From an optimization exercise on the open Yosys and OpenROAD flow, aimed at small area; shortcuts taken in it are not production practice. In this exercise RTL edits were held to simulation tests only and were not proved equivalent to the original. Power is estimated from default activity; no workload was simulated.

$ cat design/flow/config.mk
export PLATFORM = sky130hd
export DESIGN_NAME = alu_operand_issue
export DESIGN_NICKNAME = alu_operand_issue
export VERILOG_FILES = /design/flow/design.v
export SDC_FILE = /design/flow/constraint.sdc
export NUM_CORES = 4
export LEC_CHECK = 0
export CAP_MARGIN = 20
export CORE_MARGIN = 2
export CORE_UTILIZATION = 30
export SLEW_MARGIN = 20
export SYNTH_HIERARCHICAL = 1
export SYNTH_MINIMUM_KEEP_SIZE = 0
$ cat design/flow/constraint.sdc
create_clock -name core_clock -period 5.5 [get_ports {clk}]
set_input_delay 1.1000 -clock core_clock [delete_from_list [all_inputs] [get_ports {clk}]]
set_output_delay 1.1000 -clock core_clock [all_outputs]
set_load 0.01 [all_outputs]
$ cat design/flow/design.v
package alu_pkg;
    localparam int ALU_DATA_W = 32;
    localparam int ALU_REG_AW = 5;
    typedef enum logic [3:0] {
        OP_ADD   = 4'd0,
        OP_SUB   = 4'd1,
        OP_AND   = 4'd2,
        OP_OR    = 4'd3,
        OP_SLL   = 4'd4,
        OP_SRL   = 4'd5,
        OP_XNOR  = 4'd6,
        OP_EQ    = 4'd7,
        OP_LT    = 4'd8,
        OP_GT    = 4'd9,
        OP_XOR   = 4'd10,
        OP_SLLEQ = 4'd11,
        OP_BEQ8  = 4'd12,
        OP_RSB   = 4'd13,
        OP_NOT   = 4'd14
    } alu_op_e;
endpackage
module rf_ao22 (
    input  logic a1, a2, b1, b2,
    output logic y
);
    assign y = (a1 & a2) | (b1 & b2);
endmodule
module rf_aoi222 (
    input  logic a1, a2, b1, b2, c1, c2,
    output logic y
);
    assign y = ~((a1 & a2) | (b1 & b2) | (c1 & c2));
endmodule
module rf_aoi22 (
    input  logic a1, a2, b1, b2,
    output logic y
);
    assign y = ~((a1 & a2) | (b1 & b2));
endmodule
module rf_nand2 (
    input  logic a, b,
    output logic y
);
    assign y = ~(a & b);
endmodule
module rf_nand #(
    parameter int N = 4
) (
    input  logic [N-1:0] a,
    output logic         y
);
    assign y = ~&a;
endmodule
module rf_or #(
    parameter int N = 3
) (
    input  logic [N-1:0] a,
    output logic         y
);
    assign y = |a;
endmodule
module rf_sel_or #(
    parameter int NP = 33
) (
    input  logic [NP-1:0] s,
    input  logic [NP-1:0] d,
    output logic          y
);
    localparam int NG = (NP + 2) / 3;      
    localparam int NN = (NG + 3) / 4;      
    logic [NG-1:0] g;
    logic [NN-1:0] n;
    for (genvar k = 0; k < NG; k++) begin : g_l1
        if (3 * k + 2 < NP) begin : g_3
            rf_aoi222 u (.a1(s[3*k]), .a2(d[3*k]), .b1(s[3*k+1]), .b2(d[3*k+1]),
                         .c1(s[3*k+2]), .c2(d[3*k+2]), .y(g[k]));
        end else if (3 * k + 1 < NP) begin : g_2
            rf_aoi22 u (.a1(s[3*k]), .a2(d[3*k]), .b1(s[3*k+1]), .b2(d[3*k+1]), .y(g[k]));
        end else begin : g_1
            rf_nand2 u (.a(s[3*k]), .b(d[3*k]), .y(g[k]));
        end
    end
    for (genvar j = 0; j < NN; j++) begin : g_l2
        localparam int LO = 4 * j;
        localparam int HI = (4 * j + 3 < NG) ? 4 * j + 3 : NG - 1;
        rf_nand #(.N(HI - LO + 1)) u (.a(g[HI:LO]), .y(n[j]));
    end
    rf_or #(.N(NN)) u_or (.a(n), .y(y));
endmodule
module alu_operand_issue #(
    parameter int DATA_W = alu_pkg::ALU_DATA_W,
    parameter int REG_AW = alu_pkg::ALU_REG_AW
) (
    input  logic              clk,
    input  logic              rst_n,
    input  logic              in_valid,
    output logic              in_ready,
    input  logic [3:0]        in_op,
    input  logic [REG_AW-1:0] in_rs1,
    input  logic [REG_AW-1:0] in_rs2,
    input  logic [REG_AW-1:0] in_rd,
    input  logic              in_use_imm,
    input  logic [DATA_W-1:0] in_imm,
    input  logic [4:0]        in_shift,
    output logic              out_valid,
    input  logic              out_ready,
    output logic [DATA_W-1:0] out_a,
    output logic [DATA_W-1:0] out_b,
    output logic [3:0]        out_op,
    output logic [4:0]        out_shift,
    output logic [REG_AW-1:0] out_rd,
    input  logic              wb_en,
    input  logic [REG_AW-1:0] wb_addr,
    input  logic [DATA_W-1:0] wb_data
);
    localparam int NREG = 1 << REG_AW;
    localparam int NR   = NREG - 1;        
    logic [DATA_W-1:0] mem [1:NREG-1];
    logic [DATA_W-1:0] mem_d [1:NREG-1];
    logic [NREG-1:1]   vld;
    logic [NREG-1:1]   pend;
    logic [NREG-1:1]   wsel, wsel_n;
    logic [NREG-1:1]   dec1, dec2, decd;
    logic [NREG-1:1]   sel_a, sel_b;
    logic              hit1, hit2;
    logic              busy_rs1, busy_rs2, pend_rd;
    logic              hazard, load, hold, issue;
    logic              fwd_a, fwd_b, imm_b;
    logic [DATA_W-1:0] a_d, b_d;
    always_comb begin
        for (int i = 1; i < NREG; i++) begin
            wsel[i] = wb_en && (wb_addr == REG_AW'(i));
            dec1[i] = (in_rs1 == REG_AW'(i));
            dec2[i] = (in_rs2 == REG_AW'(i));
            decd[i] = (in_rd  == REG_AW'(i));
        end
        wsel_n = ~wsel;
    end
    always_comb begin
        hit1     = |(dec1 & wsel);
        hit2     = |(dec2 & wsel);
        busy_rs1 = |(dec1 & pend) && !hit1;
        busy_rs2 = |(dec2 & pend) && !hit2;
        pend_rd  = |(decd & pend);
        load     = !out_valid || out_ready;
        hold     = !load;
        hazard   = busy_rs1 || (!in_use_imm && busy_rs2) || pend_rd;
        in_ready = rst_n && load && !hazard;
        issue    = in_valid && in_ready;
    end
    always_comb begin
        sel_a = (load && !hit1) ? (dec1 & vld) : '0;
        sel_b = (load && !hit2 && !in_use_imm) ? (dec2 & vld) : '0;
        fwd_a = load && hit1;
        fwd_b = load && hit2 && !in_use_imm;
        imm_b = load && in_use_imm;
    end
    for (genvar b = 0; b < DATA_W; b++) begin : g_bit
        logic [NR-1:0] col;
        for (genvar i = 1; i < NREG; i++) begin : g_col
            assign col[i-1] = mem[i][b];
            rf_ao22 u_w (.a1(mem[i][b]), .a2(wsel_n[i]), .b1(wsel[i]), .b2(wb_data[b]),
                         .y(mem_d[i][b]));
        end
        rf_sel_or #(.NP(NR + 2)) u_ra (
            .s ({hold, fwd_a, sel_a}),
            .d ({out_a[b], wb_data[b], col}),
            .y (a_d[b])
        );
        rf_sel_or #(.NP(NR + 3)) u_rb (
            .s ({hold, imm_b, fwd_b, sel_b}),
            .d ({out_b[b], in_imm[b], wb_data[b], col}),
            .y (b_d[b])
        );
    end
    for (genvar i = 1; i < NREG; i++) begin : g_row
        always_ff @(posedge clk) mem[i] <= mem_d[i];
    end
    always_ff @(posedge clk or negedge rst_n) begin
        if (!rst_n) vld <= '0;
        else        vld <= vld | wsel;
    end
    always_ff @(posedge clk or negedge rst_n) begin
        if (!rst_n) pend <= '0;
        else        pend <= (pend & wsel_n) | ({NR{issue}} & decd);
    end
    always_ff @(posedge clk or negedge rst_n) begin
        if (!rst_n)    out_valid <= 1'b0;
        else if (load) out_valid <= issue;
    end
    always_ff @(posedge clk) begin
        out_a <= a_d;
        out_b <= b_d;
        if (load) begin
            out_op    <= in_op;
            out_shift <= in_shift;
            out_rd    <= in_rd;
        end
    end
endmodule
$ cat design/flow/run.sh
#!/bin/bash
# synth_recipe.tcl (not shown) runs the flow's synth.tcl, then flattens the netlist and writes it again
# the make line also repeats each setting of config.mk as NAME=value (left out here)
make -C /OpenROAD-flow-scripts/flow DESIGN_CONFIG=/design/flow/config.mk WORK_HOME=/design/flow/orfs CLKGATE_MAP_FILE= SYNTH_SCRIPT=/design/flow/synth_recipe.tcl finish
==> flow_metrics.tcl, run 1 <==
set metrics [dict create \
    final_max_slew_viol_count 0 \
    rsz0062_at_grt "no" \
    worstSetupEndpointType "primary output" \
    pin_count 179 \
    avgRoutedWirePerCell_um 35.2 \
    power_density_nw_per_um2 396 \
    fin_skew_ps 31.7 \
    ys_async_sr_fraction_pct 5.56 \
    first_pass_iters 14 \
    cts_setup_buffers 0 \
    gp_congestion 0.987 \
    path_max_fanout 7 \
    port_buffers 178 \
    cts_made_buffers 113 \
    nNetsFinal 4414 \
    grt_usage_pct 27.8 \
    start_kind "primary input" \
    status "complete, no violations" \
    area_growth_pct 24.6 \
    multi_input_area_um2 21200 \
    layout-drive-gt1-share_pct 14.3 \
    hpwl_um 141000 \
    worstSetupPathType "in -> out" \
    maxCapViolCount 0 \
    cts_tree "built" \
    worst_pin_slew_ps 1210 \
    htree_levels 3 \
    critPathArrivalTime_ps 4260 \
    avgSynthCellArea_um2 11.8 \
    die_w_um 390 \
    core_area_um2 148000 \
    clk_latency_ps 740 \
    peakVddDrop_mv 0.271 \
    cts.reportedPaths.clkPinSlew_ps 60 \
    yosysTopAreaCell "dfxtp_1" \
    period_minus_slack_ps 5360 \
    fin_ws_ps 143 \
    fillers 14400 \
    cp_data_required_time_ps 4400 \
    final_cell_mix "dfxtp_1, a22o_1, a222oi_1" \
    yosysSeqAreaShare_pct 51.8 \
    p_leak_nw 21.1 \
    hold_viol_final 0 \
    hp-class "reg -> reg" \
    cts_root_buffer "clkbuf_16" \
    synth_edf_count 14 \
    tns_ps 0 \
    drt_iter0_drc 10900 \
    regArea_um2 23100 \
    ys.flop_type "dfxtp_1" \
    overflow 0 \
    dr_total_vias 45700 \
    grt_pass1_vias 42300 \
    synthCells 3772 \
    cts_sinks 1133 \
    grt_pass1_wl_um 313000 \
    rows 141 \
    cts_buffer_depth 3 \
    synth.distinct_cells 83 \
    layout_commonest_cell "dfxtp_1" \
    vias_per_cell 7.21 \
    antenna_found_initial 9 \
    synth_top_area_share_pct 47.3 \
    synth.area.top_cells "dfxtp_1, a22o_1, a222oi_1" \
    die_area_um2 152000 \
    yosysWarnings 10 \
    syn_area_um2 44700 \
    die_h_um 390 \
    final_antenna_net_count 0 \
    setup_violations 0 \
    routed_wl_um 223000 \
    slew_headroom_pct 19.0 \
    fmax_mhz 187 \
    synth-seq-cells 1133 \
    start_util_pct 30.2 \
    grt_max_degree 64 \
    drc 0 \
    finalCritPeriodShare_pct 97.4 \
    place_worst_setup_slack_ps -133 \
]
==> per-stage QoR <==
step | cell area (µm²) | utilization (%) | hold slack [ps] | instances | total power (W)
floorplan | 44700 | - | 440 | 3772 | 0.0127
global placement | 51800 | 35.1 | 455 | 6130 | 0.0139
global route | 55700 | 37.6 | 498 | 6336 | 0.0227
finish | 55700 | 37.7 | 476 | 6344 | 0.0220
detailed placement | 51800 | 35.1 | 458 | 6130 | 0.0140
CTS | 55600 | 37.6 | 476 | 6336 | 0.0219
==> flip-flops by register name (all words and copies together) (netlist names) <==
name       flops
out_b         32
out_op         4
out_a         32
vld           31
mem          992
pend          31
out_rd         5
out_shift      5
out_valid      1
==> Yosys cell counts, types with 4 or more instances <==
library cell	count
or2_2	5
o32ai_1	5
nor2_1	34
or3_1	68
and4_1	5
a22o_1	993
clkbuf_1	17
nor2b_1	12
nand3_1	48
a32o_1	10
edfxtp_1	14
dfxtp_1	1056
mux2i_1	18
o21ai_0	13
buf_1	7
nand4_1	170
o31ai_1	5
nand2_1	110
a22oi_1	6
nand3b_1	7
nor3b_1	5
nor3_1	18
nor4bb_1	6
nand4b_1	8
a21oi_1	7
nand2b_1	39
buf_2	29
dfrtp_1	63
buf_4	5
inv_1	41
o21ai_1	17
a31oi_1	6
a222oi_1	704
buf_6	7
and3_1	76
and2_1	11
o2111ai_1	22
nor4_1	15
or4bb_1	4
xor2_1	4
o211ai_1	7
==> modules after synthesis, one instance, submodules excluded, excerpt <==
module	flops+latches	cells	area, µm²	copies in the design
rf_aoi222	0	1	10.0	704
alu_operand_issue	1133	1788	27300	1
rf_ao22	0	1	8.76	992
rf_nand2	0	1	3.75	32
==> per-layer routing <==
metal	wire [µm]	vias up	track usage, %
met5	134	-	0
met4	14200	12	14.5
met3	34300	785	9.20
met2	89800	4228	39.3
met1	84600	22400	37.2
li1	-	18300	-
==> cell type report <==
type | count | area share (%)
repair buffers | 493 | 8.84
well taps | 1930 | 4.34
multi-input cells | 2532 | 38.1
clock inverters | 39 | 0.634
clock buffers | 167 | 6.19
inverters | 42 | 0.285
flip-flops and latches | 1133 | 41.6
diodes | 8 | 0.0360
==> where the power goes <==
part | leakage [nW] | switching [W] | internal (W)
clock network | 1.90 | 0.00345 | 0.00455
logic | 9.53 | 0.00114 | 0.00168
registers | 9.71 | 0.00139 | 0.00984
==> repair_timing <==
item / 4_1_cts / 5_1_grt
hold buffers: 0 / 0
setup endpoints to repair: 0 / 1
resized for setup: 0 / 3
==> path summary, 6_finish.rpt <==
path | slack, ps | depth (start not counted) | start | end
worst min-delay path | 480 | 1 | vld[9] | vld[9]
worst max-delay path | 140 | 10 | wb_addr[2] | in_ready
max in group asynchronous | 4250 | 2 | rst_n | vld[27]
worst max register to register | 1710 | 11 | out_valid | out_b[17]
min in group asynchronous | 580 | 2 | rst_n | out_valid
worst min register to register | 480 | 1 | vld[9] | vld[9]
==> critical path, stage by stage <==
cell	delay, ps
clkdlybuf4s50_1	550
buf_4	220
nand4bb_1	360
nor4_1	610
a2111oi_2	130
nand4_2	160
buf_4	150
or2_1	150
and3_1	240
clkdlybuf4s50_1	570
==> cells by family (layout without fill, tap and decap cells) <==
family / Yosys count / count (layout) / synth area share [%]
xor+xnor: 7 / 7 / 0.137
simple gates: 673 / 673 / 8.94
mux: 21 / 21 / 0.504
compound gates: 1831 / 1831 / 37.5
flops: 1133 / 1133 / 51.8
buf+inv: 107 / 741 / 1.14
other cells: 0 / 8 / 0
==> run 2: changes to the inputs <==
--- a/design/flow/config.mk
+++ b/design/flow/config.mk
@@ -7,7 +7,7 @@
 export LEC_CHECK = 0
 export CAP_MARGIN = 20
 export CORE_MARGIN = 2
-export CORE_UTILIZATION = 30
+export CORE_UTILIZATION = 60
 export SLEW_MARGIN = 20
 export SYNTH_HIERARCHICAL = 1
 export SYNTH_MINIMUM_KEEP_SIZE = 0
==> flow_metrics.tcl, run 2 <==
set metrics [dict create \
    power_density_nw_per_um2 407 \
    cts_setup_buffers 0 \
    routed_wl_um 215000 \
    vias_per_cell 8.90 \
    final_cell_mix "dfxtp_1, a22o_1, a222oi_1" \
    overflow 0 \
    rows 100 \
    largest-register "mem" \
    worstSetupEndpointType "primary output" \
    dr_total_vias 47300 \
    worst_pin_slew_ps 1280 \
    rsz0062_at_grt "no" \
    avgSynthCellArea_um2 11.8 \
    grt_pass1_wl_um 308000 \
    htree_levels 3 \
    synth.area.top_cells "dfxtp_1, a22o_1, a222oi_1" \
    synthCells 3772 \
    ys.flop_type "dfxtp_1" \
    nNetsFinal 4350 \
    first_pass_iters 17 \
    status "complete, no violations" \
    area_growth_pct 20.2 \
    gp_congestion 0.966 \
    cp_data_required_time_ps 4400 \
    synthTopCellsByCount "dfxtp_1, a22o_1, a222oi_1" \
    drt_iter0_drc 12200 \
    reg2reg_to "out_b[16]" \
    layout-drive-gt1-share_pct 10.8 \
    min_to "vld[17]" \
    min_from "vld[17]" \
    fin_util_pct 72.5 \
    syn_area_um2 44700 \
    hp-class "reg -> reg" \
    final_antenna_net_count 0 \
    fin_skew_ps 55.2 \
    grt_max_degree 66 \
    largestRegisters "mem: 992 flops, out_a: 32 flops, out_b: 32 flops" \
    synth-seq-cells 1133 \
    finalPower_w 0.0219 \
    hpwl_um 124000 \
    yosysWarnings 10 \
    place_inst 5107 \
    clk_latency_ps 730 \
    start_util_pct 60.3 \
    critPathArrivalTime_ps 4230 \
    cts_sinks 1133 \
    pin_count 179 \
    tns_ps 0 \
    maxCapViolCount 0 \
    min_path_cells 1 \
    slew_headroom_pct 14.8 \
    fmax_mhz 187 \
    port_buffers 178 \
    r2r-start "out_valid" \
    yosysSeqAreaShare_pct 51.8 \
    synth_most_common_cell "dfxtp_1" \
    hold_viol_final 0 \
    r2r_slack_ps 1760 \
    final_max_slew_viol_count 0 \
    setup_violations 0 \
    path_max_fanout 13 \
    cts_made_buffers 111 \
    cts_buffer_depth 3 \
    start_kind "primary input" \
    wl_met2_um 83500 \
    antenna_found_initial 22 \
    die_h_um 277 \
    fillers 5162 \
    ys_async_sr_fraction_pct 5.56 \
    met1_length_um 68500 \
    synth_top_area_share_pct 47.3 \
    finalCritPeriodShare_pct 97.0 \
    layout.cells.non_filler 5315 \
    period_minus_slack_ps 5330 \
    synth_edf_count 14 \
    drc 0 \
    highest_layer "met5" \
    largest_reg_flops 992 \
    route.met3.wl_um 40800 \
    r2r_cells 11 \
    core_area_um2 74100 \
    cts.reportedPaths.clkPinSlew_ps 60 \
    die_w_um 277 \
    cts_tree "built" \
    avgRoutedWirePerCell_um 40.5 \
    grt_usage_pct 53.6 \
    worstSetupPathType "in -> out" \
    layout_commonest_cell "dfxtp_1" \
    yosysTopAreaCell "dfxtp_1" \
    p_leak_nw 20.7 \
    cts_root_buffer "clkbuf_16" \
    synth.distinct_cells 83 \
    grt_pass1_vias 46400 \
    die_area_um2 76700 \
    startpoint "wb_addr[3]" \
    peakVddDrop_mv 0.283 \
]
run 2: cell counts after synthesis:
No cell type changed its count.
run 2: cell type report:
| class | instances | area, µm² | area share, % |
|---|---|---|---|
| clock inverters | 30 | 388 | 0.722 |
| inverters | 42 | 159 | 0.296 |
| clock buffers | 173 | 3310 | 6.17 |
| diodes | 5 | 12.5 | 0.0233 |
| well taps | 969 | 1210 | 2.26 |
| flip-flops and latches | 1133 | 23100 | 43.1 |
| multi-input cells | 2532 | 21100 | 39.3 |
| repair buffers | 431 | 4390 | 8.17 |
run 2: worst max path at each step:
stage	end	cells past startpoint	slack, ps
finish	in_ready	9	170
global route	in_ready	9	6
CTS	in_ready	10	150
detailed placement	out_b[6]	12	-50
global placement	out_b[9]	12	-30
floorplan	in_ready	10	490
run 2: layer usage:
metal,track usage (%),up-vias
met5,2.88,-
met4,42.3,32
met3,26.6,1591
met2,73.1,5204
met1,63.4,22300
li1,-,18200
run 2: repair_timing:
action                     in CTS  in global routing
hold endpoints to repair        0                  0
hold buffers                    0                  0
gates resized for setup         0                  2
setup endpoints to repair       0                  1
run 2: report_power, final:
group          internal (W)  total, W  switching [W]
Combinational       0.00167   0.00289        0.00122
Clock               0.00434   0.00773        0.00339
Sequential          0.00984    0.0112        0.00140
Total                0.0158    0.0219        0.00602
run 2: kinds of logic after synthesis:
group           after synthesis  share of synthesized area (%)
compound gates             1831                           37.5
xor+xnor                      7                          0.137
buf+inv                     107                           1.14
flops                      1133                           51.8
mux                          21                          0.504
simple gates                673                           8.94
run 2: modules after synthesis, one instance, submodules excluded, excerpt:
module,flip-flops and latches,cells inside,copies in the design,area (µm²)
rf_nand2,0,1,32,3.75
alu_operand_issue,1133,1788,1,27300
rf_ao22,0,1,992,8.76
rf_aoi222,0,1,704,10.0
run 2: worst max-delay path: stages:
cell and delay (ps):
clkdlybuf4s50_1 640, nand4b_1 340, or3_1 350, a2111oi_0 490, o31a_1 210, a211o_2 180
or2_1 200, and3_1 170, clkdlybuf4s50_1 540
run 2: per-stage QoR:
step	hold WS, ps	cell area [µm²]	setup WS [ps]
2_1_floorplan	440	44700	492
3_3_place_gp	456	50000	-26.5
3_5_place_dp	463	50000	-48.0
4_1_cts	480	53700	146
5_1_grt	497	53700	6.22
6_report	482	53700	166
==> run 3: changes to the inputs <==
--- a/design/flow/design.v
+++ b/design/flow/design.v
@@ -87,6 +87,24 @@
     end
     rf_or #(.N(NN)) u_or (.a(n), .y(y));
 endmodule
+module rf_and3 (
+    input  logic a, b, c,
+    output logic y
+);
+    assign y = a & b & c;
+endmodule
+module rf_or2 (
+    input  logic a, b,
+    output logic y
+);
+    assign y = a | b;
+endmodule
+module rf_inv (
+    input  logic a,
+    output logic y
+);
+    assign y = ~a;
+endmodule
 module alu_operand_issue #(
     parameter int DATA_W = alu_pkg::ALU_DATA_W,
     parameter int REG_AW = alu_pkg::ALU_REG_AW
@@ -120,40 +138,75 @@
     logic [NREG-1:1]   vld;
     logic [NREG-1:1]   pend;
     logic [NREG-1:1]   wsel, wsel_n;
-    logic [NREG-1:1]   dec1, dec2, decd;
     logic [NREG-1:1]   sel_a, sel_b;
+    logic [3:0]        lo1, lo2, lod, low;
+    logic [7:0]        hi1, hi2, hid, hiw;
+    logic [7:0]        pm1, pm2, pmd;
     logic              hit1, hit2;
     logic              busy_rs1, busy_rs2, pend_rd;
-    logic              hazard, load, hold, issue;
+    logic              hazard, load, hold, issue, ga, gb;
     logic              fwd_a, fwd_b, imm_b;
     logic [DATA_W-1:0] a_d, b_d;
     always_comb begin
-        for (int i = 1; i < NREG; i++) begin
-            wsel[i] = wb_en && (wb_addr == REG_AW'(i));
-            dec1[i] = (in_rs1 == REG_AW'(i));
-            dec2[i] = (in_rs2 == REG_AW'(i));
-            decd[i] = (in_rd  == REG_AW'(i));
-        end
-        wsel_n = ~wsel;
-    end
-    always_comb begin
-        hit1     = |(dec1 & wsel);
-        hit2     = |(dec2 & wsel);
-        busy_rs1 = |(dec1 & pend) && !hit1;
-        busy_rs2 = |(dec2 & pend) && !hit2;
-        pend_rd  = |(decd & pend);
+        for (int k = 0; k < 4; k++) begin
+            lo1[k] = (in_rs1[1:0] == 2'(k));
+            lo2[k] = (in_rs2[1:0] == 2'(k));
+            lod[k] = (in_rd[1:0] == 2'(k));
+            low[k] = (wb_addr[1:0] == 2'(k)) && wb_en;
+        end
+        for (int m = 0; m < 8; m++) begin
+            hi1[m] = (in_rs1[4:2] == 3'(m));
+            hi2[m] = (in_rs2[4:2] == 3'(m));
+            hid[m] = (in_rd[4:2] == 3'(m));
+            hiw[m] = (wb_addr[4:2] == 3'(m));
+        end
+    end
+    always_comb begin
+        for (int m = 0; m < 8; m++) begin
+            pm1[m] = 1'b0;
+            pm2[m] = 1'b0;
+            pmd[m] = 1'b0;
+            for (int k = 0; k < 4; k++) begin
+                if (4 * m + k != 0) begin
+                    pm1[m] = pm1[m] | (lo1[k] & pend[4*m+k]);
+                    pm2[m] = pm2[m] | (lo2[k] & pend[4*m+k]);
+                    pmd[m] = pmd[m] | (lod[k] & pend[4*m+k]);
+                end
+            end
+        end
+    end
+    always_comb begin
+        hit1     = wb_en && (wb_addr == in_rs1) && (in_rs1 != '0);
+        hit2     = wb_en && (wb_addr == in_rs2) && (in_rs2 != '0);
+        busy_rs1 = |(hi1 & pm1) && !hit1;
+        busy_rs2 = |(hi2 & pm2) && !hit2;
+        pend_rd  = |(hid & pmd);
         load     = !out_valid || out_ready;
         hold     = !load;
         hazard   = busy_rs1 || (!in_use_imm && busy_rs2) || pend_rd;
         in_ready = rst_n && load && !hazard;
         issue    = in_valid && in_ready;
     end
-    always_comb begin
-        sel_a = (load && !hit1) ? (dec1 & vld) : '0;
-        sel_b = (load && !hit2 && !in_use_imm) ? (dec2 & vld) : '0;
+    logic [3:0]      lo1g, lo2g, lodi;
+    logic [NREG-1:1] vld_d, pend_d;
+    always_comb begin
+        ga    = load && !hit1;
+        gb    = load && !hit2 && !in_use_imm;
+        lo1g  = lo1 & {4{ga}};
+        lo2g  = lo2 & {4{gb}};
+        lodi  = lod & {4{issue}};
         fwd_a = load && hit1;
         fwd_b = load && hit2 && !in_use_imm;
         imm_b = load && in_use_imm;
+    end
+    for (genvar i = 1; i < NREG; i++) begin : g_rowl
+        rf_nand2 u_wn (.a(low[i%4]), .b(hiw[i/4]), .y(wsel_n[i]));
+        rf_inv   u_w  (.a(wsel_n[i]), .y(wsel[i]));
+        rf_and3  u_sa (.a(lo1g[i%4]), .b(hi1[i/4]), .c(vld[i]), .y(sel_a[i]));
+        rf_and3  u_sb (.a(lo2g[i%4]), .b(hi2[i/4]), .c(vld[i]), .y(sel_b[i]));
+        rf_or2   u_v  (.a(vld[i]), .b(wsel[i]), .y(vld_d[i]));
+        rf_ao22  u_p  (.a1(pend[i]), .a2(wsel_n[i]), .b1(lodi[i%4]), .b2(hid[i/4]),
+                       .y(pend_d[i]));
     end
     for (genvar b = 0; b < DATA_W; b++) begin : g_bit
         logic [NR-1:0] col;
@@ -178,11 +231,11 @@
     end
     always_ff @(posedge clk or negedge rst_n) begin
         if (!rst_n) vld <= '0;
-        else        vld <= vld | wsel;
+        else        vld <= vld_d;
     end
     always_ff @(posedge clk or negedge rst_n) begin
         if (!rst_n) pend <= '0;
-        else        pend <= (pend & wsel_n) | ({NR{issue}} & decd);
+        else        pend <= pend_d;
     end
     always_ff @(posedge clk or negedge rst_n) begin
         if (!rst_n)    out_valid <= 1'b0;
--- a/design/flow/config.mk
+++ b/design/flow/config.mk
@@ -5,9 +5,12 @@
 export SDC_FILE = /design/flow/constraint.sdc
 export NUM_CORES = 4
 export LEC_CHECK = 0
-export CAP_MARGIN = 20
+export CAP_MARGIN = 0
 export CORE_MARGIN = 2
 export CORE_UTILIZATION = 60
-export SLEW_MARGIN = 20
+export CTS_BUF_LIST = sky130_fd_sc_hd__clkbuf_8
+export CTS_CLUSTER_DIAMETER = 60
+export CTS_CLUSTER_SIZE = 12
+export SLEW_MARGIN = 0
 export SYNTH_HIERARCHICAL = 1
 export SYNTH_MINIMUM_KEEP_SIZE = 0
==> flow_metrics.tcl, run 3 <==
set metrics [dict create \
    synth.distinct_cells 63 \
    routed_wl_um 208000 \
    htree_levels 3 \
    cts.reportedPaths.clkPinSlew_ps 90 \
    drt_iter0_drc 11900 \
    fin_area_um2 49400 \
    first_pass_iters 23 \
    grt_pass1_wl_um 294000 \
    synthTopCellsByCount "dfxtp_1, a22o_1, a222oi_1" \
    final_antenna_net_count 0 \
    ys.flop_type "dfxtp_1" \
    slew_headroom_pct -0.619 \
    maxCapViolCount 1 \
    power_density_nw_per_um2 378 \
    hp-class "reg -> reg" \
    start_util_pct 60.7 \
    final_cell_mix "dfxtp_1, a22o_1, a222oi_1" \
    worstSetupEndpointType "primary output" \
    place_worst_setup_slack_ps 235 \
    yosysWarnings 10 \
    fin_skew_ps 40.0 \
    grt_max_degree 66 \
    clk_latency_ps 800 \
    synth.area.top_cells "dfxtp_1, a22o_1, a222oi_1" \
    cts_resized 0 \
    avgRoutedWirePerCell_um 42.0 \
    die_area_um2 74400 \
    cts_made_buffers 105 \
    synth-seq-cells 1133 \
    largest-register "mem" \
    antenna_found_initial 24 \
    synthCells 3525 \
    cp_data_required_time_ps 4400 \
    cts_sinks 1133 \
    core_area_um2 71500 \
    worst_pin_slew_ps 1510 \
    cts_root_buffer "clkbuf_8" \
    peakVddDrop_mv 0.269 \
    synth_top_area_share_pct 48.8 \
    port_buffers 178 \
    fin_ws_ps 377 \
    grt_pass1_vias 43600 \
    grt_usage_pct 53.4 \
    worstSetupPathType "in -> out" \
    nNetsFinal 4071 \
    status "finished with violations" \
    drc 0 \
    overflow 0 \
    path_max_fanout 16 \
    syn_area_um2 43400 \
    hold_viol_final 0 \
    start_kind "primary input" \
    layout-drive-gt1-share_pct 8.53 \
    cts_setup_buffers 0 \
    period_minus_slack_ps 5120 \
    cts-hold-fix-buffers 0 \
    setup_violations 0 \
    die_h_um 273 \
    hpwl_um 119000 \
    rsz0062_at_grt "no" \
    dr_total_vias 45200 \
    vias_per_cell 9.13 \
    gp_congestion 0.973 \
    final_max_slew_viol_count 24 \
    layout_commonest_cell "dfxtp_1" \
    rows 98 \
    largestRegisters "mem: 992 flops, out_a: 32 flops, out_b: 32 flops" \
    synth_most_common_cell "dfxtp_1" \
    die_w_um 273 \
    pin_count 179 \
    fmax_mhz 195 \
    area_growth_pct 13.8 \
    cts_buffer_depth 3 \
    yosysSeqAreaShare_pct 53.4 \
    p_leak_nw 19.1 \
    yosysTopAreaCell "dfxtp_1" \
    tns_ps 0 \
    avgSynthCellArea_um2 12.3 \
    synth_edf_count 14 \
    so.violations "capacitance limit, slew limit" \
    finalCritPeriodShare_pct 93.1 \
    ys_async_sr_fraction_pct 5.56 \
    critPathArrivalTime_ps 4020 \
    largest_reg_flops 992 \
    cts_tree "built" \
    dpl-instance-area_um2 47700 \
]
## run 3: cell count changes in the layout (fill, tap and decap cells not counted), moves of 17 or more
cell,previous run,this run
clkbuf_8,28,108
or2_1,3,31
clkbuf_16,112,0
buf_4,195,173
nand2b_1,39,5
nor2_1,32,14
a22o_1,993,1023
buf_12,57,15
clkbuf_1,33,0
nand2_1,105,76
o21ai_1,17,0
o2111ai_1,22,0
## run 3: logic make-up (layout without fill, tap and decap cells)
group                     after synthesis  in the layout  synth area share, %
AOI/OAI and AO/OA                    1757           1757                 37.5
DFF                                  1133           1133                 53.4
and+or+nand+nor                       516            516                 7.01
buffers and inverters                  70            532                0.843
muxes                                  41             41                 1.11
xor gates and xnor gates                8              8                0.162
other                                   0             12                    0
## run 3: through the flow
| stage | util [%] | power (W) | hold WS [ps] | std cells |
|---|---|---|---|---|
| 3_3_place_gp | 66.8 | 0.0137 | 456 | 4815 |
| 5_1_grt | 69.0 | 0.0192 | 500 | 4939 |
| 4_1_cts | 69.0 | 0.0184 | 485 | 4937 |
| 2_1_floorplan | - | 0.0127 | 439 | 3525 |
| 6_report | 69.0 | 0.0187 | 490 | 4949 |
| 3_5_place_dp | 66.8 | 0.0140 | 458 | 4815 |
## run 3: routing by layer
metal	vias to the layer above	GRT usage, %	share of wire (%)
met5	-	1.41	0.16
met3	1502	25.8	19
met4	28	42.2	9.9
met1	21500	63.5	32
li1	17100	-	-
met2	5096	73.1	39
## run 3: path summary, 6_finish.rpt
kind | startpoint | to | slack, ps | cells after the start
worst max-delay path | in_rs2[4] | in_ready | 380 | 8
worst min-delay path | vld[17] | vld[17] | 490 | 1
worst max register to register | out_valid | out_b[31] | 1800 | 9
worst min register to register | vld[17] | vld[17] | 490 | 1
max in group asynchronous | rst_n | pend[10] | 4340 | 2
min in group asynchronous | rst_n | pend[22] | 520 | 2
## run 3: layout make-up
type / count / area, µm²
Sequential cell: 1133 / 23100
Fill cell: 5261 / 22100
Multi-Input combinational cell: 2322 / 19900
Timing Repair Buffer: 366 / 3380
Clock buffer: 108 / 1490
Tap cell: 950 / 1190
Inverter: 44 / 165
Clock inverter: 14 / 97.6
Antenna cell: 12 / 30.0
## run 3: report_power, final
group / internal (W) / switching [W]
clock network: 0.00181 / 0.00284
registers: 0.00984 / 0.00138
logic: 0.00167 / 0.00115
total: 0.0133 / 0.00537
## run 3: worst max-delay path, cell delays in order
cell	delay, ps
clkdlybuf4s50_1	800
nor3b_1	640
a32o_2	340
a2111oi_4	40
a311o_2	380
o2111ai_4	140
inv_1	80
clkdlybuf4s50_1	500
## run 3: modules after synthesis, one instance, submodules excluded, a selection
module / times used / cell area, µm² / cells
alu_operand_issue: 1 / 24900 / 1355
rf_and3: 62 / 6.26 / 1
rf_ao22: 1023 / 8.76 / 1
rf_aoi222: 704 / 10.0 / 1
rf_inv: 31 / 3.75 / 1
rf_nand2: 63 / 3.75 / 1
rf_or2: 31 / 6.26 / 1
==> run 4: changes to the inputs <==
--- a/design/flow/config.mk
+++ b/design/flow/config.mk
@@ -5,12 +5,12 @@
 export SDC_FILE = /design/flow/constraint.sdc
 export NUM_CORES = 4
 export LEC_CHECK = 0
-export CAP_MARGIN = 0
+export CAP_MARGIN = 20
 export CORE_MARGIN = 2
 export CORE_UTILIZATION = 60
 export CTS_BUF_LIST = sky130_fd_sc_hd__clkbuf_8
 export CTS_CLUSTER_DIAMETER = 60
 export CTS_CLUSTER_SIZE = 12
-export SLEW_MARGIN = 0
+export SLEW_MARGIN = 20
 export SYNTH_HIERARCHICAL = 1
 export SYNTH_MINIMUM_KEEP_SIZE = 0
==> flow_metrics.tcl, run 4 <==
set metrics [dict create \
    min_path_cells 1 \
    htree_levels 3 \
    layout_commonest_cell "dfxtp_1" \
    cts_resized 0 \
    finalCritPeriodShare_pct 93.9 \
    power_frac_clock_pct 24.9 \
    ys_async_sr_fraction_pct 5.56 \
    clk_latency_ps 810 \
    die_h_um 273 \
    drt_iter0_drc 12200 \
    rsz0062_at_grt "no" \
    regArea_um2 23100 \
    grt_usage_pct 53.4 \
    worst_pin_slew_ps 1310 \
    worstSetupPathType "in -> out" \
    fin_area_um2 49300 \
    largest_reg_flops 992 \
    rows 98 \
    dpl-instance-area_um2 47700 \
    final_max_slew_viol_count 0 \
    cts_tree "built" \
    grt_pass1_vias 43600 \
    vias_per_cell 9.12 \
    setup_violations 0 \
    area_growth_pct 13.8 \
    status "complete, no violations" \
    hold_viol_final 0 \
    multi_input_area_um2 19900 \
    avgRoutedWirePerCell_um 42.0 \
    r2r_cells 9 \
    largest-register "mem" \
    cp_data_required_time_ps 4400 \
    syn_area_um2 43400 \
    routed_wl_um 208000 \
    cts_root_buffer "clkbuf_8" \
    yosysWarnings 10 \
    cts_setup_buffers 0 \
    period_minus_slack_ps 5170 \
    avgSynthCellArea_um2 12.3 \
    fin_util_pct 69.0 \
    first_pass_iters 22 \
    hp-class "reg -> reg" \
    p_leak_nw 19.1 \
    swShare_pct 28.8 \
    synth.area.top_cells "dfxtp_1, a22o_1, a222oi_1" \
    hpwl_um 119000 \
    synthCells 3525 \
    slew_headroom_pct 12.9 \
    port_buffers 178 \
    place_worst_setup_slack_ps 235 \
    final_cell_mix "dfxtp_1, a22o_1, a222oi_1" \
    critPathArrivalTime_ps 4070 \
    cts.reportedPaths.clkPinSlew_ps 90 \
    cts_sinks 1133 \
    pin_count 179 \
    worstSetupEndpointType "primary output" \
    grt_max_degree 66 \
    overflow 0 \
    finalPower_w 0.0187 \
    yosysTopAreaCell "dfxtp_1" \
    start_kind "primary input" \
    start_util_pct 60.7 \
    synth-seq-cells 1133 \
    antenna_found_initial 24 \
    maxCapViolCount 0 \
    gp_congestion 0.973 \
    core_area_um2 71500 \
    largestRegisters "mem: 992 flops, out_a: 32 flops, out_b: 32 flops" \
    fmax_mhz 194 \
    drc 0 \
    synth.distinct_cells 63 \
    nNetsFinal 4071 \
    final_antenna_net_count 0 \
    dr_total_vias 45100 \
    layout-drive-gt1-share_pct 8.60 \
    path_max_fanout 16 \
    die_area_um2 74400 \
    tns_ps 0 \
    cts_buffer_depth 3 \
    combPwrFrac_pct 15.1 \
    synth_most_common_cell "dfxtp_1" \
    p_switching_w 0.00537 \
    fin_skew_ps 41.2 \
    peakVddDrop_mv 0.271 \
    synthTopCellsByCount "dfxtp_1, a22o_1, a222oi_1" \
    grt_pass1_wl_um 294000 \
    cts-hold-fix-buffers 0 \
    fin_ws_ps 334 \
    synth_top_area_share_pct 48.8 \
    power_frac_seq_pct 60.0 \
    power_density_nw_per_um2 379 \
    internal-power_w 0.0133 \
    synth_edf_count 14 \
    fillers 5264 \
    yosysSeqAreaShare_pct 53.4 \
    cts_made_buffers 105 \
    die_w_um 273 \
    ys.flop_type "dfxtp_1" \
]
run 4: changes by cell type in the layout (fill, tap and decap cells not counted), sizes merged:
cell,before,now
clkdlybuf4s50,177,175
buf,189,191
diode,12,10
run 4: worst paths after layout:
| kind | start | to | slack, ps |
|---|---|---|---|
| max in group asynchronous | rst_n | pend[10] | 4360 |
| min in group asynchronous | rst_n | pend[22] | 520 |
| hold reg to reg | vld[17] | vld[17] | 490 |
| setup / recovery | in_rs2[4] | in_ready | 330 |
| hold / removal | vld[17] | vld[17] | 490 |
| setup reg to reg | out_valid | out_b[31] | 1780 |
run 4: final cells by class:
cell class,count,area share [%]
Sequential cell,1133,46.9
Multi-Input combinational cell,2322,40.3
Timing Repair Buffer,366,6.82
Clock buffer,108,3.01
Tap cell,950,2.41
Inverter,44,0.335
Clock inverter,14,0.198
Antenna cell,10,0.0507
run 4: worst max-delay path, stage by stage:
cell             delay [ps]
clkdlybuf4s50_1         810
nor3b_1                 670
a32o_2                  340
a2111oi_4                40
a311o_2                 380
o2111ai_4               140
inv_1                    80
clkdlybuf4s50_1         500
run 4: cells by family after synthesis:
logic type             after synthesis  share of synthesized area [%]
XOR/XNOR                             8                          0.162
buffers and inverters               70                          0.843
AND/OR/NAND/NOR                    516                           7.01
multiplexers                        41                           1.11
flip-flops                        1133                           53.4
AO/OA/AOI/OAI                     1757                           37.5
run 4: power by group through the flow:
stage | Clock (W) | Sequential [W] | Combinational (W)
6_report | 0.00465 | 0.0112 | 0.00282
3_3_place_gp | 0 | 0.0111 | 0.00259
2_1_floorplan | 0 | 0.0109 | 0.00179
5_1_grt | 0.00489 | 0.0114 | 0.00293
4_1_cts | 0.00457 | 0.0111 | 0.00271
3_5_place_dp | 0 | 0.0113 | 0.00271
run 4: routing by layer:
metal,up-vias,GRT usage [%],routed length (µm)
li1,17100,-,-
met2,5133,73.1,80800
met4,26,42.2,20700
met5,-,1.41,297
met1,21300,63.5,65700
met3,1552,25.8,40200
run 4: Yosys stat by module (local to each module, per instance), a selection:
module | cells inside | times used | cell area (µm²)
rf_and3 | 1 | 62 | 6.26
rf_nand2 | 1 | 63 | 3.75
rf_aoi222 | 1 | 704 | 10.0
alu_operand_issue | 1355 | 1 | 24900
rf_or2 | 1 | 31 | 6.26
rf_ao22 | 1 | 1023 | 8.76
rf_inv | 1 | 31 | 3.75
run 4: per-stage QoR:
stage	hold WS (ps)	cells
after floorplan	439	3525
after global placement	456	4815
after detailed placement	458	4815
after CTS	485	4937
after global routing	500	4939
final	486	4947
==> run 5: changes to the inputs <==
==> design/flow/flow/run.sh (new file) <==
#!/bin/bash
# Own layout flow: the standard flow (standard synthesis unchanged), with
# the port buffers made from sky130_fd_sc_hd__buf_1 instead of the delay cell
# buffer_ports picks by default. Every input and output port is still buffered.
set -euo pipefail
bash standard.sh \
    "BUFFER_PORTS_ARGS=-buffer_cell sky130_fd_sc_hd__buf_1" \
    finish > standard_flow.log 2>&1
==> design/flow/standard.sh (new file) <==
#!/bin/bash
# synth_recipe.tcl (not shown) runs the flow's synth.tcl, then flattens the netlist and writes it again
# the make line also repeats each setting of config.mk as NAME=value (left out here)
make -C /OpenROAD-flow-scripts/flow DESIGN_CONFIG=/design/flow/config.mk WORK_HOME=/design/flow/orfs CLKGATE_MAP_FILE= SYNTH_SCRIPT=/design/flow/synth_recipe.tcl "${@:-finish}"
removed: design/flow/run.sh
==> flow_metrics.tcl, run 5 <==
set metrics [dict create \
    cts_setup_buffers 0 \
    ys.flop_type "dfxtp_1" \
    start_kind "primary input" \
    vias_per_cell 9.10 \
    syn_area_um2 43400 \
    final_cell_mix "dfxtp_1, a22o_1, a222oi_1" \
    start_util_pct 60.7 \
    synth-seq-cells 1133 \
    layout-drive-gt1-share_pct 9.18 \
    maxCapViolCount 0 \
    power_frac_clock_pct 25.1 \
    final_max_slew_viol_count 0 \
    ys_async_sr_fraction_pct 5.56 \
    cpPeakStageDelay_ps 910 \
    first_pass_iters 22 \
    rsz0062_at_grt "no" \
    path_buf_inv 3 \
    avgRoutedWirePerCell_um 42.5 \
    nNetsFinal 4062 \
    critPathArrivalTime_ps 3380 \
    cpMostUsedCell "buf_1" \
    crit_slowest_cell "nor3b_1" \
    synth_top_area_share_pct 48.8 \
    cts.reportedPaths.clkPinSlew_ps 80 \
    synthTopCellsByCount "dfxtp_1, a22o_1, a222oi_1" \
    cts_made_buffers 106 \
    yosys.area_share.adder_pct 0 \
    die_w_um 273 \
    cp_data_required_time_ps 4400 \
    p_leak_nw 18.7 \
    hp-class "reg -> reg" \
    avgSynthCellArea_um2 12.3 \
    tns_ps 0 \
    area_growth_pct 11.2 \
    combPwrFrac_pct 14.4 \
    hpwl_um 123000 \
    drc 0 \
    grt_usage_pct 54.5 \
    hold_viol_final 0 \
    synth_compound_area_share_pct 37.5 \
    core_area_um2 71500 \
    die_area_um2 74400 \
    gp_congestion 1.03 \
    worst_pin_slew_ps 1270 \
    cts_tree "built" \
    cts-hold-fix-buffers 0 \
    routed_wl_um 211000 \
    cts_sinks 1133 \
    peakVddDrop_mv 0.287 \
    power_frac_seq_pct 60.5 \
    cts_root_buffer "clkbuf_8" \
    final_antenna_net_count 0 \
    grt_pass1_vias 43000 \
    top_usage_layer "met2" \
    synth_edf_count 14 \
    status "complete, no violations" \
    slew_headroom_pct 15.4 \
    p_switching_w 0.00551 \
    cp_top_family "simple AND/OR/NAND/NOR gates" \
    dr_total_vias 45200 \
    swShare_pct 29.5 \
    internal-power_w 0.0131 \
    grt_pass1_wl_um 298000 \
    drt_iter0_drc 12000 \
    yosysTopAreaCell "dfxtp_1" \
    pin_count 179 \
    power_density_nw_per_um2 387 \
    yosysWarnings 10 \
    htree_levels 3 \
    synth_most_common_cell "dfxtp_1" \
    fmax_mhz 223 \
    synth.distinct_cells 63 \
    worstSetupEndpointType "primary output" \
    synth.area.top_cells "dfxtp_1, a22o_1, a222oi_1" \
    fin_skew_ps 54.1 \
    period_minus_slack_ps 4480 \
    path_max_fanout 10 \
    largest-register "mem" \
    synth_xor_area_share_pct 0.162 \
    layout_commonest_cell "dfxtp_1" \
    grt_util_met1_pct 63.0 \
    yosys.area_share.simple_pct 7.01 \
    grt_max_degree 66 \
    fin_util_pct 67.5 \
    rows 98 \
    use_met3_pct 25.8 \
    yosysSeqAreaShare_pct 53.4 \
    die_h_um 273 \
    finalCritPeriodShare_pct 81.5 \
    cts_resized 0 \
    clk_latency_ps 810 \
    largestRegisters "mem: 992 flops, out_a: 32 flops, out_b: 32 flops" \
    worstSetupPathType "in -> out" \
    grt_use_met2_pct 76.1 \
    setup_violations 0 \
    path_cells "buf_1 -> nor3b_1 -> o2bb2ai_1 -> o21ai_0 -> o221a_2 -> o2111ai_4 -> inv_1 -> buf_1" \
    synth_top_family_by_area "compound AO/OA/AOI/OAI gates" \
    overflow 0 \
    port_buffers 178 \
    cts_buffer_depth 3 \
    synth_mux_area_share_pct 1.11 \
    antenna_found_initial 33 \
    synthCells 3525 \
    largest_reg_flops 992 \
]
-- run 5: cell counts after synthesis --
Identical to the previous run, type by type.
-- run 5: cells by family (layout without fill, tap and decap cells) --
kind of cell,count (synthesis),after routing
compound gates,1757,1757
other cells,0,26
simple gates,516,516
mux,41,41
buf+inv,70,531
flops,1133,1133
xor+xnor,8,8
-- run 5: worst paths after layout --
path,startpoint,endpoint,slack (ps),cells after the start
max,in_rs1[4],in_ready,1020,8
min,vld[25],vld[25],480,1
max reg2reg,out_valid,out_b[23],1850,10
min reg2reg,vld[25],vld[25],480,1
max in group asynchronous,rst_n,vld[4],4360,2
min in group asynchronous,rst_n,pend[23],510,2
-- run 5: power groups by stage --
stage	Sequential [W]	Clock [W]	Combinational [W]
2_1_floorplan	0.0109	0	0.00179
3_3_place_gp	0.0112	0	0.00246
3_5_place_dp	0.0113	0	0.00256
4_1_cts	0.0112	0.00461	0.00257
5_1_grt	0.0114	0.00491	0.00278
6_report	0.0113	0.00468	0.00268
-- run 5: layout make-up --
class,count,area [µm²]
Inverter,44,165
Multi-Input combinational cell,2322,19900
Antenna cell,26,65.1
Sequential cell,1133,23100
Clock inverter,21,123
Tap cell,950,1190
Timing Repair Buffer,356,2130
Clock buffer,110,1510
Fill cell,5412,23300
-- run 5: worst register-to-register path, cell delays in order (launching register included) --
cell      delay (ps)
dfrtp_1          350
nand2b_1         120
inv_2            160
nor3_1           100
nor3b_1          160
buf_4            180
and3_1           170
buf_4            320
a222oi_1         510
nand4_1          810
or3_1            670
-- run 5: metrics by stage --
step | std cells | total power [W] | worst slack, ps | hold slack (ps) | instance area [µm²]
floorplan | 3525 | 0.0127 | 618 | 439 | 43400
finish | 4962 | 0.0187 | 1020 | 482 | 48200
global placement | 4805 | 0.0137 | 592 | 454 | 46500
global route | 4944 | 0.0191 | 949 | 467 | 48200
detailed placement | 4805 | 0.0139 | 703 | 457 | 46500
CTS | 4936 | 0.0183 | 1110 | 480 | 48100
-- run 5: Yosys stat by module, one instance, submodules excluded, excerpt --
module,cells inside,area (µm²),flip-flops and latches
rf_inv,1,3.75,0
rf_nand2,1,3.75,0
alu_operand_issue,1355,24900,1133
rf_or2,1,6.26,0
rf_ao22,1,8.76,0
rf_aoi222,1,10.0,0
-- run 5: per-layer routing --
metal | wire length (µm) | share of wire, %
met1 | 66800 | 32
met2 | 83500 | 40
met3 | 38400 | 18
met4 | 22000 | 10
met5 | 103 | 0.049
==> run 6: changes to the inputs <==
==> design/flow/flow/run.sh (replaced) <==
#!/bin/bash
# Own layout flow: the standard flow (standard synthesis unchanged), with
#  - the port buffers made from sky130_fd_sc_hd__buf_1 instead of the delay-cell
#    buffer that buffer_ports picks by default (every port is still buffered);
#  - a clock tree of sky130_fd_sc_hd__clkbuf_4 leaf clusters of at most 8 sinks,
#    without dummy loads.
# All tool output goes to standard_flow.log and ORFS's per-step logs under orfs/logs.
set -euo pipefail
bash standard.sh \
    "BUFFER_PORTS_ARGS=-buffer_cell sky130_fd_sc_hd__buf_1" \
    "CTS_ARGS=-sink_clustering_enable -repair_clock_nets -buf_list sky130_fd_sc_hd__clkbuf_4 -sink_clustering_size 8 -sink_clustering_max_diameter 50 -dont_use_dummy_load" \
    finish > standard_flow.log 2>&1
==> flow_metrics.tcl, run 6 <==
set metrics [dict create \
    hp-class "in -> reg" \
    dr_total_vias 45500 \
    combPwrFrac_pct 14.8 \
    maxCapViolCount 0 \
    path_buf_inv 3 \
    power_frac_seq_pct 62.3 \
    layout_commonest_cell "dfxtp_1" \
    cpMostUsedCell "buf_1" \
    cts_made_buffers 161 \
    syn_area_um2 43400 \
    p_leak_nw 18.5 \
    synthCells 3525 \
    cts_sinks 1133 \
    grt_max_degree 66 \
    finalPower_w 0.0181 \
    fin_skew_ps 81.1 \
    worstSetupEndpointType "primary output" \
    ys_async_sr_fraction_pct 5.56 \
    slew_headroom_pct 16.0 \
    die_area_um2 74400 \
    largest-register "mem" \
    hold_viol_final 0 \
    rows 98 \
    start_util_pct 60.7 \
    start_kind "primary input" \
    p_switching_w 0.00543 \
    worst_pin_slew_ps 1260 \
    port_buffers 178 \
    yosysSeqAreaShare_pct 53.4 \
    htree_levels 4 \
    nNetsFinal 4117 \
    synth_top_area_share_pct 48.8 \
    period_minus_slack_ps 4460 \
    pin_count 179 \
    fmax_mhz 224 \
    setup_violations 0 \
    drc 0 \
    swShare_pct 30.0 \
    synthTopCellsByCount "dfxtp_1, a22o_1, a222oi_1" \
    peakVddDrop_mv 0.229 \
    cts_tree "built" \
    wl_met2_um 83900 \
    ys.flop_type "dfxtp_1" \
    critPathArrivalTime_ps 3360 \
    routed_wl_um 211000 \
    internal-power_w 0.0127 \
    fin_util_pct 66.8 \
    cts_resized 0 \
    r2r_cells 10 \
    cts-hold-fix-buffers 0 \
    die_h_um 273 \
    largest_reg_flops 992 \
    crit_slowest_cell "nor3b_1" \
    overflow 0 \
    path_cells "buf_1 -> nor3b_1 -> o2bb2ai_1 -> o21ai_0 -> o221a_2 -> o2111ai_4 -> inv_1 -> buf_1" \
    yosysTopAreaCell "dfxtp_1" \
    synth_edf_count 14 \
    avgSynthCellArea_um2 12.3 \
    r2r_slack_ps 1930 \
    met1_length_um 66800 \
    synth.area.top_cells "dfxtp_1, a22o_1, a222oi_1" \
    cts_setup_buffers 0 \
    grt_pass1_wl_um 297000 \
    final_max_slew_viol_count 0 \
    min_path_cells 1 \
    final_cell_mix "dfxtp_1, a22o_1, a222oi_1" \
    status "complete, no violations" \
    cp_top_family "compound AO/OA/AOI/OAI gates" \
    min_to "out_op[2]" \
    vias_per_cell 9.11 \
    gp_congestion 1.03 \
    final_antenna_net_count 0 \
    largestRegisters "mem: 992 flops, out_a: 32 flops, out_b: 32 flops" \
    cp_data_required_time_ps 4400 \
    avgRoutedWirePerCell_um 42.3 \
    cts_buffer_depth 3 \
    core_area_um2 71500 \
    highest_layer "met5" \
    worstSetupPathType "in -> out" \
    hpwl_um 123000 \
    tns_ps 0 \
    first_pass_iters 17 \
    yosysWarnings 10 \
    finalCritPeriodShare_pct 81.1 \
    cts_root_buffer "clkbuf_4" \
    clk_latency_ps 1060 \
    synth_most_common_cell "dfxtp_1" \
    synth-seq-cells 1133 \
    area_growth_pct 10.2 \
    rsz0062_at_grt "no" \
    route.met3.wl_um 37800 \
    antenna_found_initial 35 \
    drt_iter0_drc 11800 \
    path_max_fanout 10 \
    r2r-start "out_valid" \
    reg2reg_to "out_b[18]" \
    cts.reportedPaths.clkPinSlew_ps 90 \
    power_frac_clock_pct 22.9 \
    power_density_nw_per_um2 379 \
    cpPeakStageDelay_ps 880 \
    grt_usage_pct 54.5 \
    die_w_um 273 \
    grt_pass1_vias 43200 \
    layout-drive-gt1-share_pct 10.1 \
    synth.distinct_cells 63 \
    min_from "in_op[2]" \
]
[run 6: per-module statistics from Yosys, one instance, submodules excluded, excerpt]
module | cells inside | cell area, µm²
rf_nand2 | 1 | 3.75
rf_and3 | 1 | 6.26
rf_inv | 1 | 3.75
rf_aoi222 | 1 | 10.0
rf_or2 | 1 | 6.26
rf_ao22 | 1 | 8.76
alu_operand_issue | 1355 | 24900
[run 6: stage by stage]
step / instances / setup slack (ps) / hold WS, ps / area (µm²)
CTS: 4966 / 1110 / 169 / 47700
global route: 4974 / 948 / 221 / 47700
floorplan: 3525 / 618 / 439 / 43400
detailed placement: 4805 / 703 / 457 / 46500
global placement: 4805 / 592 / 454 / 46500
finish: 4989 / 1040 / 232 / 47800
[run 6: final cells by class]
| class | instances | area, µm² |
|---|---|---|
| fill | 5498 | 23700 |
| sequential | 1133 | 23100 |
| antenna | 23 | 57.6 |
| inverter | 44 | 165 |
| clock buffer | 161 | 1210 |
| timing repair buffer | 356 | 2130 |
| multi-input combinational | 2322 | 19900 |
| tap | 950 | 1190 |
[run 6: kinds of logic (layout without fill, tap and decap cells)]
logic type	Yosys count	after routing	share of synthesized area (%)
muxes	41	41	1.11
and+or+nand+nor	516	516	7.01
other	0	23	0
xor gates and xnor gates	8	8	0.162
AOI/OAI and AO/OA	1757	1757	37.5
buffers and inverters	70	561	0.843
DFF	1133	1133	53.4
[run 6: worst max path at each step]
stage          slack (ps)  depth (start not counted)        to       start
6_report             1040                          8  in_ready   in_rs1[4]
5_1_grt               950                          8  in_ready   in_rs1[4]
4_1_cts              1110                          9  in_ready   in_rs2[0]
3_5_place_dp          700                         12  out_a[6]  wb_addr[4]
3_3_place_gp          590                         12  out_a[6]  wb_addr[4]
2_1_floorplan         620                          6  out_b[0]   out_ready
[run 6: worst register-to-register path, cell delays in order (launching register included)]
cell      delay, ps
dfrtp_1         370
nand2b_1        160
inv_2           110
nor3_1          340
nand2_1          90
nor2_1          620
and3_1          270
buf_4           560
a222oi_1        220
nand4_1         550
or3_1           200
[run 6: layer usage]
layer,GRT usage (%),vias to the layer above
li1,-,17200
met1,62.3,21600
met2,75.7,5052
met3,26.1,1601
met4,46.9,20
met5,3.53,-
[run 6: power by group through the flow]
stage / Combinational (W) / Sequential [W] / Clock (W)
floorplan: 0.00179 / 0.0109 / 0
global placement: 0.00246 / 0.0112 / 0
detailed placement: 0.00256 / 0.0113 / 0
CTS: 0.00257 / 0.0112 / 0.00410
global route: 0.00278 / 0.0114 / 0.00444
finish: 0.00268 / 0.0113 / 0.00415
==> run 7: changes to the inputs <==
--- a/design/flow/design.v
+++ b/design/flow/design.v
@@ -105,6 +105,19 @@
 );
     assign y = ~a;
 endmodule
+module rf_sel_or2 #(
+    parameter int NP = 4
+) (
+    input  logic [NP-1:0] s,
+    input  logic [NP-1:0] d,
+    output logic          y
+);
+    logic [NP/2-1:0] g;
+    for (genvar k = 0; k < NP / 2; k++) begin : g_l1
+        rf_aoi22 u (.a1(s[2*k]), .a2(d[2*k]), .b1(s[2*k+1]), .b2(d[2*k+1]), .y(g[k]));
+    end
+    rf_nand #(.N(NP / 2)) u_n (.a(g), .y(y));
+endmodule
 module alu_operand_issue #(
     parameter int DATA_W = alu_pkg::ALU_DATA_W,
     parameter int REG_AW = alu_pkg::ALU_REG_AW
@@ -161,26 +174,27 @@
             hiw[m] = (wb_addr[4:2] == 3'(m));
         end
     end
-    always_comb begin
-        for (int m = 0; m < 8; m++) begin
-            pm1[m] = 1'b0;
-            pm2[m] = 1'b0;
-            pmd[m] = 1'b0;
-            for (int k = 0; k < 4; k++) begin
-                if (4 * m + k != 0) begin
-                    pm1[m] = pm1[m] | (lo1[k] & pend[4*m+k]);
-                    pm2[m] = pm2[m] | (lo2[k] & pend[4*m+k]);
-                    pmd[m] = pmd[m] | (lod[k] & pend[4*m+k]);
-                end
-            end
-        end
-    end
+    logic [3:0] pl [8];
+    always_comb begin
+        for (int m = 0; m < 8; m++)
+            for (int k = 0; k < 4; k++)
+                pl[m][k] = (4 * m + k == 0) ? 1'b0 : pend[(4*m+k == 0) ? 1 : 4*m+k];
+    end
+    for (genvar m = 0; m < 8; m++) begin : g_pm
+        rf_sel_or2 #(.NP(4)) u_p1 (.s(lo1), .d(pl[m]), .y(pm1[m]));
+        rf_sel_or2 #(.NP(4)) u_p2 (.s(lo2), .d(pl[m]), .y(pm2[m]));
+        rf_sel_or2 #(.NP(4)) u_pd (.s(lod), .d(pl[m]), .y(pmd[m]));
+    end
+    logic pb1, pb2, pbd;
+    rf_sel_or2 #(.NP(8)) u_pb1 (.s(hi1), .d(pm1), .y(pb1));
+    rf_sel_or2 #(.NP(8)) u_pb2 (.s(hi2), .d(pm2), .y(pb2));
+    rf_sel_or2 #(.NP(8)) u_pbd (.s(hid), .d(pmd), .y(pbd));
     always_comb begin
         hit1     = wb_en && (wb_addr == in_rs1) && (in_rs1 != '0);
         hit2     = wb_en && (wb_addr == in_rs2) && (in_rs2 != '0);
-        busy_rs1 = |(hi1 & pm1) && !hit1;
-        busy_rs2 = |(hi2 & pm2) && !hit2;
-        pend_rd  = |(hid & pmd);
+        busy_rs1 = pb1 && !hit1;
+        busy_rs2 = pb2 && !hit2;
+        pend_rd  = pbd;
         load     = !out_valid || out_ready;
         hold     = !load;
         hazard   = busy_rs1 || (!in_use_imm && busy_rs2) || pend_rd;
@@ -226,6 +240,12 @@
             .y (b_d[b])
         );
     end
+    logic [13:0] side_q, side_in, side_d;
+    assign side_q  = {out_rd, out_shift, out_op};
+    assign side_in = {in_rd, in_shift, in_op};
+    for (genvar j = 0; j < 14; j++) begin : g_side
+        rf_ao22 u_s (.a1(side_q[j]), .a2(hold), .b1(load), .b2(side_in[j]), .y(side_d[j]));
+    end
     for (genvar i = 1; i < NREG; i++) begin : g_row
         always_ff @(posedge clk) mem[i] <= mem_d[i];
     end
@@ -244,10 +264,8 @@
     always_ff @(posedge clk) begin
         out_a <= a_d;
         out_b <= b_d;
-        if (load) begin
-            out_op    <= in_op;
-            out_shift <= in_shift;
-            out_rd    <= in_rd;
-        end
-    end
-endmodule
+        out_op    <= side_d[3:0];
+        out_shift <= side_d[8:4];
+        out_rd    <= side_d[13:9];
+    end
+endmodule
==> flow_metrics.tcl, run 7 <==
set metrics [dict create \
    worst_pin_slew_ps 1240 \
    pin_count 179 \
    routed_wl_um 199000 \
    largestRegisters "mem: 992 flops, out_a: 32 flops, out_b: 32 flops" \
    cts_tree "built" \
    slew_headroom_pct 17.3 \
    antenna_found_initial 18 \
    nNetsFinal 4140 \
    maxCapViolCount 0 \
    min_path_cells 2 \
    critPathArrivalTime_ps 5450 \
    largest-register "mem" \
    fin_skew_ps 128 \
    hpwl_um 116000 \
    synth-seq-cells 1133 \
    worstSetupPathType "in -> reg" \
    path_max_fanout 32 \
    p_leak_nw 18.5 \
    cp_data_required_time_ps 6470 \
    synth_most_common_cell "dfxtp_1" \
    period_minus_slack_ps 4480 \
    final_cell_mix "dfxtp_1, a22o_1, a222oi_1" \
    power_density_nw_per_um2 378 \
    area_growth_pct 11.1 \
    layout_commonest_cell "dfxtp_1" \
    final_antenna_net_count 0 \
    place_worst_setup_slack_ps 524 \
    synth_top_area_share_pct 49.6 \
    vias_per_cell 8.94 \
    fin_ws_ps 1020 \
    finalCritPeriodShare_pct 81.4 \
    clk_latency_ps 1090 \
    cts_root_buffer "clkbuf_4" \
    synthCells 3512 \
    avgSynthCellArea_um2 12.3 \
    gp_congestion 1.02 \
    largest_reg_flops 992 \
    synth_edf_count 0 \
    dr_total_vias 44700 \
    die_area_um2 74200 \
    setup_violations 0 \
    die_h_um 272 \
    hold_viol_final 0 \
    yosysWarnings 12 \
    final_max_slew_viol_count 0 \
    cts.reportedPaths.clkPinSlew_ps 90 \
    cts_sinks 1133 \
    cts_buffer_depth 3 \
    cts_made_buffers 163 \
    synth.distinct_cells 36 \
    grt_max_degree 63 \
    core_area_um2 71400 \
    ys_async_sr_fraction_pct 5.56 \
    drc 0 \
    die_w_um 272 \
    synthTopCellsByCount "dfxtp_1, a22o_1, a222oi_1" \
    yosysSeqAreaShare_pct 53.2 \
    fin_util_pct 67.3 \
    worstSetupEndpointType "register" \
    first_pass_iters 16 \
    overflow 0 \
    ys.flop_type "dfxtp_1" \
    yosysTopAreaCell "dfxtp_1" \
    tns_ps 0 \
    grt_usage_pct 51.4 \
    start_kind "primary input" \
    r2r_cells 8 \
    fmax_mhz 223 \
    rows 98 \
    grt_pass1_wl_um 284000 \
    grt_pass1_vias 42900 \
    peakVddDrop_mv 0.213 \
    port_buffers 178 \
    layout-drive-gt1-share_pct 10.9 \
    drt_iter0_drc 11900 \
    status "complete, no violations" \
    avgRoutedWirePerCell_um 39.9 \
    rsz0062_at_grt "no" \
    synth.area.top_cells "dfxtp_1, a22o_1, a222oi_1" \
    start_util_pct 60.6 \
    hp-class "in -> reg" \
    htree_levels 4 \
    syn_area_um2 43200 \
]
## run 7: Yosys stat by module, one instance, submodules excluded, a selection
module | flip-flops and latches | cell area, µm² | copies in the design | cells inside
rf_ao22 | 0 | 8.76 | 1037 | 1
rf_nand2 | 0 | 3.75 | 63 | 1
rf_aoi222 | 0 | 10.0 | 704 | 1
rf_or2 | 0 | 6.26 | 31 | 1
alu_operand_issue | 1133 | 23700 | 1 | 1241
rf_and3 | 0 | 6.26 | 62 | 1
rf_inv | 0 | 3.75 | 31 | 1
rf_aoi22 | 0 | 12.5 | 60 | 1
## run 7: report_power, final
group	switching [W]	internal, W
Combinational	0.00116	0.00155
Sequential	0.00142	0.00984
Clock	0.00282	0.00136
Total	0.00539	0.0127
## run 7: worst max-delay path, stage by stage
cell and delay, ps:
buf_1 470, xnor2_1 200, nand4_1 230, o31ai_1 590
nor2b_1 390, and3_1 280, buf_4 310, a222oi_1 510
nand4_1 730, or3_1 600
## run 7: stage by stage
step	std cells	hold WS [ps]	instance area (µm²)	total power, W
CTS	4988	186	48000	0.0179
global placement	4824	456	46700	0.0137
detailed placement	4824	463	46700	0.0139
floorplan	3514	439	43200	0.0128
global route	4997	189	48000	0.0187
finish	5001	219	48000	0.0181
## run 7: area by class of cell
type / count / area [µm²]
fillers: 5520 / 23300
flip-flops and latches: 1133 / 23000
multi-input cells: 2339 / 20100
repair buffers: 372 / 2370
clock buffers: 163 / 1220
inverters: 32 / 124
diodes: 12 / 30.0
well taps: 950 / 1190
## run 7: metal layers
layer / track usage (%) / wire [µm]
met1: 62.9 / 64800
met2: 71.3 / 78500
met3: 20.7 / 35600
met4: 41.1 / 20400
met5: 0.257 / 75
## run 7: logic make-up after synthesis
family                    share of synthesized area [%]
AOI/OAI and AO/OA                                  39.2
DFF                                                53.2
buffers and inverters                             0.411
and+or+nand+nor                                    6.96
xor gates and xnor gates                          0.220
other                                           0.00868
## run 7: path summary, 6_finish.rpt
| path | from | to | slack (ps) |
|---|---|---|---|
| worst max register to register | out_valid | out_a[23] | 1940 |
| worst max-delay path | wb_addr[3] | out_a[23] | 1020 |
| worst min-delay path | in_op[3] | out_op[3] | 220 |
| min in group asynchronous | rst_n | out_valid | 430 |
| worst min register to register | out_shift[2] | out_shift[2] | 490 |
| max in group asynchronous | rst_n | vld[19] | 4030 |
## run 7: repair_timing
action,4_1_cts,5_1_grt
setup endpoints to repair,0,0
hold buffers,1,0
resized for setup,0,0
endpoints found under the hold margin,1,0
buffers inserted,0,0

## port drivers added, routing unchanged
Ports are ideal in the flow. The routed layouts listed here were re-timed in OpenROAD. Step 1 assumes that a clkbuf_16 drives the clock port and a buf_2 every other input. Step 2 times the ports against the registers' clock, not the clock port: input delays grow and output delays shrink by t, the midpoint of the rising clock arrivals with the driver on. Three values: ideal ports, drivers, drivers and shift; two values: the first two.
| run | t (ns) | setup slack, ns | worst setup path after step 2 |
|---|---|---|---|
| run 1 | 0.807 | 0.143 / 0.120 / -0.186 | input to register |
| run 2 | 0.781 | 0.166 / 0.146 / -0.531 | input to register |
| run 3 | 0.837 | 0.377 / 0.343 / -0.082 | input to register |
| run 4 | 0.848 | 0.334 / 0.300 / -0.097 | input to register |
| run 5 | 0.857 | 1.018 / 0.982 / 0.350 | input to register |
| run 6 | 1.095 | 1.042 / 1.007 / 0.355 | input to register |
| run 7 | 1.096 | 1.023 / 1.065 / -0.031 | input to register |
For run 7, which loses most, drivers alone change the setup slack by +0.042 ns; drivers and shift together by -1.054 ns.
